Background: an optimization exercise with open tools, aiming at small area. Do not read the settings as production practice.
In this exercise RTL edits were held to simulation tests only and were not proved equivalent to the original.

==> branch juniper: inputs <==
// qspi_cmd_router
module qspi_cmd_router (
  input  logic        clk,
  input  logic        reset,
  input  logic        spi_clk,
  input  logic        spi_cs,
  input  logic        spi_di,
  output logic        spi_do,
  output logic        spi_do_enable,
  output logic [1:0]  ram_cs,
  input  logic [1:0]  ram_di,
  output logic [7:0]  cmd_out,
  output logic [31:0] addr_out,
  output logic [11:0] len_out,
  output logic        cmd_strobe,
  output logic [7:0]  sr,
  input  logic [7:0]  sr_in,
  input  logic        sr_in_strobe,
  output logic [7:0]  wbuf_data,
  output logic        wbuf_valid,
  input  logic        wbuf_ready,
  output logic        wbuf_overflow,
  output logic        addr4
);
==> flow/config.mk <==
export PLATFORM = sky130hd
export DESIGN_NAME = qspi_cmd_router
export DESIGN_NICKNAME = qspi_cmd_router
export VERILOG_FILES = /design/flow/design.v
export SDC_FILE = /design/flow/constraint.sdc
export NUM_CORES = 4
export LEC_CHECK = 0
export CAP_MARGIN = 20
export CORE_MARGIN = 2
export CORE_UTILIZATION = 40
export SLEW_MARGIN = 20
==> flow/constraint.sdc <==
create_clock -name core_clock -period 8.0 [get_ports {clk}]
set_input_delay 1.6000 -clock core_clock [delete_from_list [all_inputs] [get_ports {clk}]]
set_output_delay 1.6000 -clock core_clock [all_outputs]
set_load 0.01 [all_outputs]
standard.sh (not shown) runs the stock make flow with config.mk's settings and CLKGATE_MAP_FILE= SYNTH_SCRIPT=/design/flow/synth_recipe.tcl, a recipe that flattens the netlist after the stock synthesis.
==> flow/flow/run.sh <==
#!/bin/bash
# Own layout flow:
#  1. the standard synthesis (standard.sh synth), unchanged;
#  2. the combinational logic between the registers is re-mapped for area with
#     yosys/abc (remap.ys, remap.abc: abc's &deepsyn, four random seeds in
#     parallel, the smallest result is kept). The registers are kept as
#     synthesis made them (same instances, names and cell types); if the step
#     fails or changes the registers, the standard netlist is used as it is;
#  3. the standard layout (standard.sh finish) of that netlist, with the
#     port buffers made from sky130_fd_sc_hd__buf_1 cells and a clock tree of
#     sky130_fd_sc_hd__clkbuf_4 cells over clusters of at most 10 registers,
#     without dummy loads.
# Each tool's full output goes to a log file in this folder.
set -uo pipefail
here=$(pwd)
res=$here/orfs/results/$FLOW_PLATFORM/qspi_cmd_router/base
lib=$FLOW_HOME/platforms/$FLOW_PLATFORM/lib/sky130_fd_sc_hd__tt_025C_1v80.lib
T=200

bash standard.sh synth > $here/log_1_synth.txt 2>&1 || { echo "standard synthesis failed"; exit 1; }
cp $res/1_2_yosys.v $here/standard_netlist.v

regs() { grep -oE '^\s*sky130_fd_sc_hd__(df|edf|sdf|dl)[a-z0-9_]+\s+[^ (]+' "$1" | awk '{print $1, $2}' | sort; }
regs $here/standard_netlist.v > $here/standard_regs.txt

best=""; best_area=""
for s in 1 2 3 4; do
  sed -e "s#{T}#$T#" -e "s#{S}#$s#" $here/flow/remap.abc > $here/remap_$s.abc
  sed -e "s#{LIB}#$lib#g" -e "s#{IN}#$here/standard_netlist.v#" -e "s#{TOP}#$FLOW_TOP#g" \
      -e "s#{ABC}#$here/remap_$s.abc#" -e "s#{DONTUSE}#$(cat $here/flow/dont_use.txt)#" \
      -e "s#{STAT}#$here/remap_stat_$s.txt#" -e "s#{OUT}#$here/remapped_netlist_$s.v#" \
      $here/flow/remap.ys > $here/remap_run_$s.ys
  yosys -s $here/remap_run_$s.ys > $here/log_2_remap_$s.txt 2>&1 &
done
wait
for s in 1 2 3 4; do
  f=$here/remapped_netlist_$s.v
  [[ -s $f ]] || continue
  [[ -s $here/standard_regs.txt ]] || continue
  regs $f | cmp -s - $here/standard_regs.txt || { echo "seed $s: registers differ"; continue; }
  a=$(grep "top module" $here/remap_stat_$s.txt | awk '{print $NF}')
  [[ -n "$a" ]] || continue
  echo "seed $s: area $a"
  if [[ -z "$best_area" ]] || awk "BEGIN{exit !($a < $best_area)}"; then best=$f; best_area=$a; fi
done > $here/log_2_remap_choice.txt
if [[ -n "$best" ]]; then
  echo "using $best ($best_area)" >> $here/log_2_remap_choice.txt
  cp $best $res/1_2_yosys.v
  rm -f $res/1_synth.odb $res/1_synth.sdc
else
  echo "remap failed, keeping the standard netlist" >> $here/log_2_remap_choice.txt
fi

cts="-sink_clustering_enable -repair_clock_nets -sink_clustering_size 10 -sink_clustering_max_diameter 40 -buf_list sky130_fd_sc_hd__clkbuf_4 -dont_use_dummy_load"
bash standard.sh BUFFER_PORTS_ARGS="-buffer_cell sky130_fd_sc_hd__buf_1" CTS_ARGS="$cts" finish > $here/log_3_layout.txt 2>&1 \
  || { echo "layout failed"; tail -30 $here/log_3_layout.txt; exit 1; }
==> flow/flow/remap.abc <==
strash
&get -n
&fraig -x
&deepsyn -T {T} -S {S}
&dch -f
&nf -R 1000
&put
Other scripts of this flow, unchanged in this note and not shown: flow/flow/dont_use.txt, flow/flow/remap.ys
==> branch amber: changes against branch juniper <==
==> flow/flow/run.sh (replaced) <==
#!/bin/bash
# Own layout flow:
#  1. the standard synthesis (standard.sh synth), unchanged;
#  2. the combinational logic between the registers is re-mapped for area with
#     yosys/abc (remap.ys, remap.abc: abc's &deepsyn). Round 1 tries eight
#     random seeds on the standard netlist, rounds 2 and 3 four seeds each on
#     the smallest netlist so far; four runs at a time. The registers are kept
#     as synthesis made them (same instances, names and cell types): a result
#     whose registers differ from the standard netlist's is discarded, and if
#     no result is left the standard netlist is used as it is;
#  3. the standard layout (standard.sh finish) of that netlist, with the
#     port buffers made from sky130_fd_sc_hd__buf_1 cells and a clock tree of
#     sky130_fd_sc_hd__clkbuf_4 cells over clusters of at most 10 registers,
#     without dummy loads.
# Each tool's full output goes to a log file in this folder.
set -uo pipefail
here=$(pwd)
res=$here/orfs/results/$FLOW_PLATFORM/qspi_cmd_router/base
lib=$FLOW_HOME/platforms/$FLOW_PLATFORM/lib/sky130_fd_sc_hd__tt_025C_1v80.lib
mkdir -p $here/remap

bash standard.sh synth > $here/log_1_synth.txt 2>&1 || { echo "standard synthesis failed"; exit 1; }
cp $res/1_2_yosys.v $here/standard_netlist.v

regs() { grep -oE '^\s*sky130_fd_sc_hd__(df|edf|sdf|dl)[a-z0-9_]+\s+[^ (]+' "$1" | awk '{print $1, $2}' | sort; }
regs $here/standard_netlist.v > $here/standard_regs.txt

# remap_one ROUND SEED INPUT
remap_one() {
  local r=$1 s=$2 in=$3 d=$here/remap/r$1_s$2
  mkdir -p $d
  sed -e "s#{S}#$s#" $here/flow/remap.abc > $d/remap.abc
  sed -e "s#{LIB}#$lib#g" -e "s#{IN}#$in#" -e "s#{TOP}#$FLOW_TOP#g" \
      -e "s#{ABC}#$d/remap.abc#" -e "s#{DONTUSE}#$(cat $here/flow/dont_use.txt)#" \
      -e "s#{STAT}#$d/stat.txt#" -e "s#{OUT}#$d/netlist.v#" \
      $here/flow/remap.ys > $d/remap.ys
  yosys -s $d/remap.ys > $here/log_2_remap_r$1_s$2.txt 2>&1
}

best=""; best_area=""
pick() {  # pick ROUND SEEDS...
  local r=$1; shift
  for s in "$@"; do
    local d=$here/remap/r${r}_s$s
    [[ -s $d/netlist.v && -s $here/standard_regs.txt ]] || { echo "round $r seed $s: no result"; continue; }
    regs $d/netlist.v | cmp -s - $here/standard_regs.txt || { echo "round $r seed $s: registers differ"; continue; }
    local a=$(grep "top module" $d/stat.txt | awk '{print $NF}')
    [[ -n "$a" ]] || continue
    echo "round $r seed $s: area $a"
    if [[ -z "$best_area" ]] || awk "BEGIN{exit !($a < $best_area)}"; then best=$d/netlist.v; best_area=$a; fi
  done
}

for s in 1 2 3 4; do remap_one 1 $s $here/standard_netlist.v & done; wait
for s in 5 6 7 8; do remap_one 1 $s $here/standard_netlist.v & done; wait
pick 1 1 2 3 4 5 6 7 8 >> $here/log_2_remap_choice.txt
for r in 2 3; do
  [[ -n "$best" ]] || break
  in=$best
  for s in 1 2 3 4; do remap_one $r $s $in & done; wait
  pick $r 1 2 3 4 >> $here/log_2_remap_choice.txt
done
if [[ -n "$best" ]]; then
  echo "using $best ($best_area)" >> $here/log_2_remap_choice.txt
  cp $best $res/1_2_yosys.v
  rm -f $res/1_synth.odb $res/1_synth.sdc
else
  echo "remap failed, keeping the standard netlist" >> $here/log_2_remap_choice.txt
fi

cts="-sink_clustering_enable -repair_clock_nets -sink_clustering_size 10 -sink_clustering_max_diameter 40 -buf_list sky130_fd_sc_hd__clkbuf_4 -dont_use_dummy_load"
bash standard.sh BUFFER_PORTS_ARGS="-buffer_cell sky130_fd_sc_hd__buf_1" CTS_ARGS="$cts" finish > $here/log_3_layout.txt 2>&1 \
  || { echo "layout failed"; tail -30 $here/log_3_layout.txt; exit 1; }
==> flow/flow/remap.abc (replaced) <==
strash
&get -n
&fraig -x
&deepsyn -J 100 -S {S}
&dch -f
&nf -R 1000
&put
- CAP_MARGIN: 20 -> 10
- SLEW_MARGIN: 20 -> 10
==> branch cedar: changes against branch juniper <==
--- a/flow/design.v
+++ b/flow/design.v
@@ -48,17 +48,16 @@
   logic [31:0] r_addr_out;
   logic [11:0] r_len_out;
   logic        r_cmd_strobe;
   logic        r_push;
   logic [7:0]  r_push_data;
   logic        r_ovf_clr;
   logic [7:0]  r_ring [32];
-  logic [4:0]  r_rp;
-  logic [5:0]  r_count;
-  logic [4:0]  w_wp;
+  logic [5:0]  r_wp;
+  logic [5:0]  r_rp;
   logic        r_pend;
   logic        r_overflow;
   logic        w_sclk_rise;
   logic        w_sclk_fall;
   logic        w_cs_rise;
   logic        w_cs_fall;
   logic        w_cs_high;
@@ -255,37 +254,31 @@
           else if (w_sclk_fall)
             r_spi_do <= (r_bit_cnt == 3'd0) ? w_tx_byte[7] : r_shift[6];
         end
       end
       if (sr_in_strobe) r_sr <= sr_in;
     end
   end
-  assign w_wp     = r_rp + r_count[4:0];
-  assign w_valid  = (r_count != '0);
-  assign w_full   = r_count[5];
+  assign w_valid  = (r_wp != r_rp);
+  assign w_full   = (r_wp[5] != r_rp[5]) && (r_wp[4:0] == r_rp[4:0]);
   assign w_pop    = wbuf_ready && w_valid;
   assign w_accept = r_push && (!w_full || w_pop);
-  assign w_wr_now  = w_accept && (w_wp[3:0] == 4'hF);
-  assign w_wr_pend = r_pend && (w_wp[3:0] == 4'h0);
-  assign w_wr0     = (w_wr_now && w_wp[4]) || (w_wr_pend && !w_wp[4]);
-  assign w_wr16    = (w_wr_now && !w_wp[4]) || (w_wr_pend && w_wp[4]);
-  always_ff @(posedge clk) begin
-    r_rp <= r_rp + (w_pop ? 5'd2 : 5'd1);
-  end
+  assign w_wr_now  = w_accept && (r_wp[3:0] == 4'hF);
+  assign w_wr_pend = r_pend && (r_wp[3:0] == 4'h0);
+  assign w_wr0     = (w_wr_now && r_wp[4]) || (w_wr_pend && !r_wp[4]);
+  assign w_wr16    = (w_wr_now && !r_wp[4]) || (w_wr_pend && r_wp[4]);
   always_ff @(posedge clk) begin
     if (reset) begin
-      r_count    <= '0;
+      r_wp       <= '0;
+      r_rp       <= '0;
       r_pend     <= 1'b0;
       r_overflow <= 1'b0;
     end else begin
-      case ({w_accept, w_pop})
-        2'b10:   r_count <= r_count + 6'd1;
-        2'b01:   r_count <= r_count - 6'd1;
-        default: r_count <= r_count;
-      endcase
+      r_wp <= r_wp + (w_accept ? 6'd2 : 6'd1);
+      r_rp <= r_rp + (w_pop ? 6'd2 : 6'd1);
       if (w_accept && !w_wr_now) r_pend <= 1'b1;
       else if (w_wr_pend)        r_pend <= 1'b0;
       if (r_ovf_clr)                r_overflow <= 1'b0;
       else if (r_push && !w_accept) r_overflow <= 1'b1;
     end
   end
   always_ff @(posedge clk) begin
@@ -307,11 +300,11 @@
   assign ram_cs        = r_ram_cs;
   assign cmd_out       = r_cmd_out;
   assign addr_out      = r_addr_out;
   assign len_out       = r_len_out;
   assign cmd_strobe    = r_cmd_strobe;
   assign sr            = r_sr;
   assign addr4         = r_addr4;
-  assign wbuf_data     = (r_pend && (r_count == 6'd1)) ? r_push_data : w_ring_q;
+  assign wbuf_data     = (r_pend && (r_wp[4:0] == r_rp[4:0] + 5'd1)) ? r_push_data : w_ring_q;
   assign wbuf_valid    = w_valid;
   assign wbuf_overflow = r_overflow;
 endmodule
--- a/flow/flow/run.sh
+++ b/flow/flow/run.sh
@@ -11,15 +11,15 @@
 #     sky130_fd_sc_hd__clkbuf_4 cells over clusters of at most 10 registers,
 #     without dummy loads.
 # Each tool's full output goes to a log file in this folder.
 set -uo pipefail
 here=$(pwd)
 res=$here/orfs/results/$FLOW_PLATFORM/qspi_cmd_router/base
 lib=$FLOW_HOME/platforms/$FLOW_PLATFORM/lib/sky130_fd_sc_hd__tt_025C_1v80.lib
-T=200
+T=150
 
 bash standard.sh synth > $here/log_1_synth.txt 2>&1 || { echo "standard synthesis failed"; exit 1; }
 cp $res/1_2_yosys.v $here/standard_netlist.v
 
 regs() { grep -oE '^\s*sky130_fd_sc_hd__(df|edf|sdf|dl)[a-z0-9_]+\s+[^ (]+' "$1" | awk '{print $1, $2}' | sort; }
 regs $here/standard_netlist.v > $here/standard_regs.txt
 
==> summary of the runs <==
- Branch juniper finished with timing, DRC and antenna clean. Branch amber ran to the end with no violations. Branch cedar ran to the end with no violations.
- Synthesized area, highest first: branch cedar, branch juniper, branch amber.
- Routed wire length: branch juniper < branch amber < branch cedar.
- Worst setup slack: branch amber is better than branch cedar (0.62 ns).
- Core utilization: branch amber < branch juniper < branch cedar.
- Maximum frequency, lowest first: branch cedar, branch juniper, branch amber.

[separate check: timing with driven ports]
The results above use ideal ports. As a check the final layouts listed here were re-extracted and re-timed, cells and wires unchanged.
Step 1 (the two cells are an assumption about what drives the block):
set clk [get_ports {clk}]
set_driving_cell -lib_cell sky130_fd_sc_hd__clkbuf_16 $clk
set_driving_cell -lib_cell sky130_fd_sc_hd__buf_2 [delete_from_list [all_inputs] $clk]
Step 2, shift: input delay + t, output delay - t, t = (earliest + latest rising clock arrival at the registers) / 2. This alone moves slack from input paths to output paths.
Three values: ideal ports, drivers, drivers and shift; two values: the first two.
| run | t (ns) | slack for setup (ns) | worst slew at a driven data input, ns | cell pins on the clock port's net |
|---|---|---|---|---|
| branch juniper | 0.691 | 3.076 / 3.030 / 3.721 | 0.04 | 1 |
| branch amber | 0.711 | 3.259 / 3.211 / 3.921 | 0.03 | 1 |
| branch cedar | 0.714 | 2.639 / 2.591 / 3.304 | 0.03 | 1 |
After both steps every run listed still meets setup and hold.
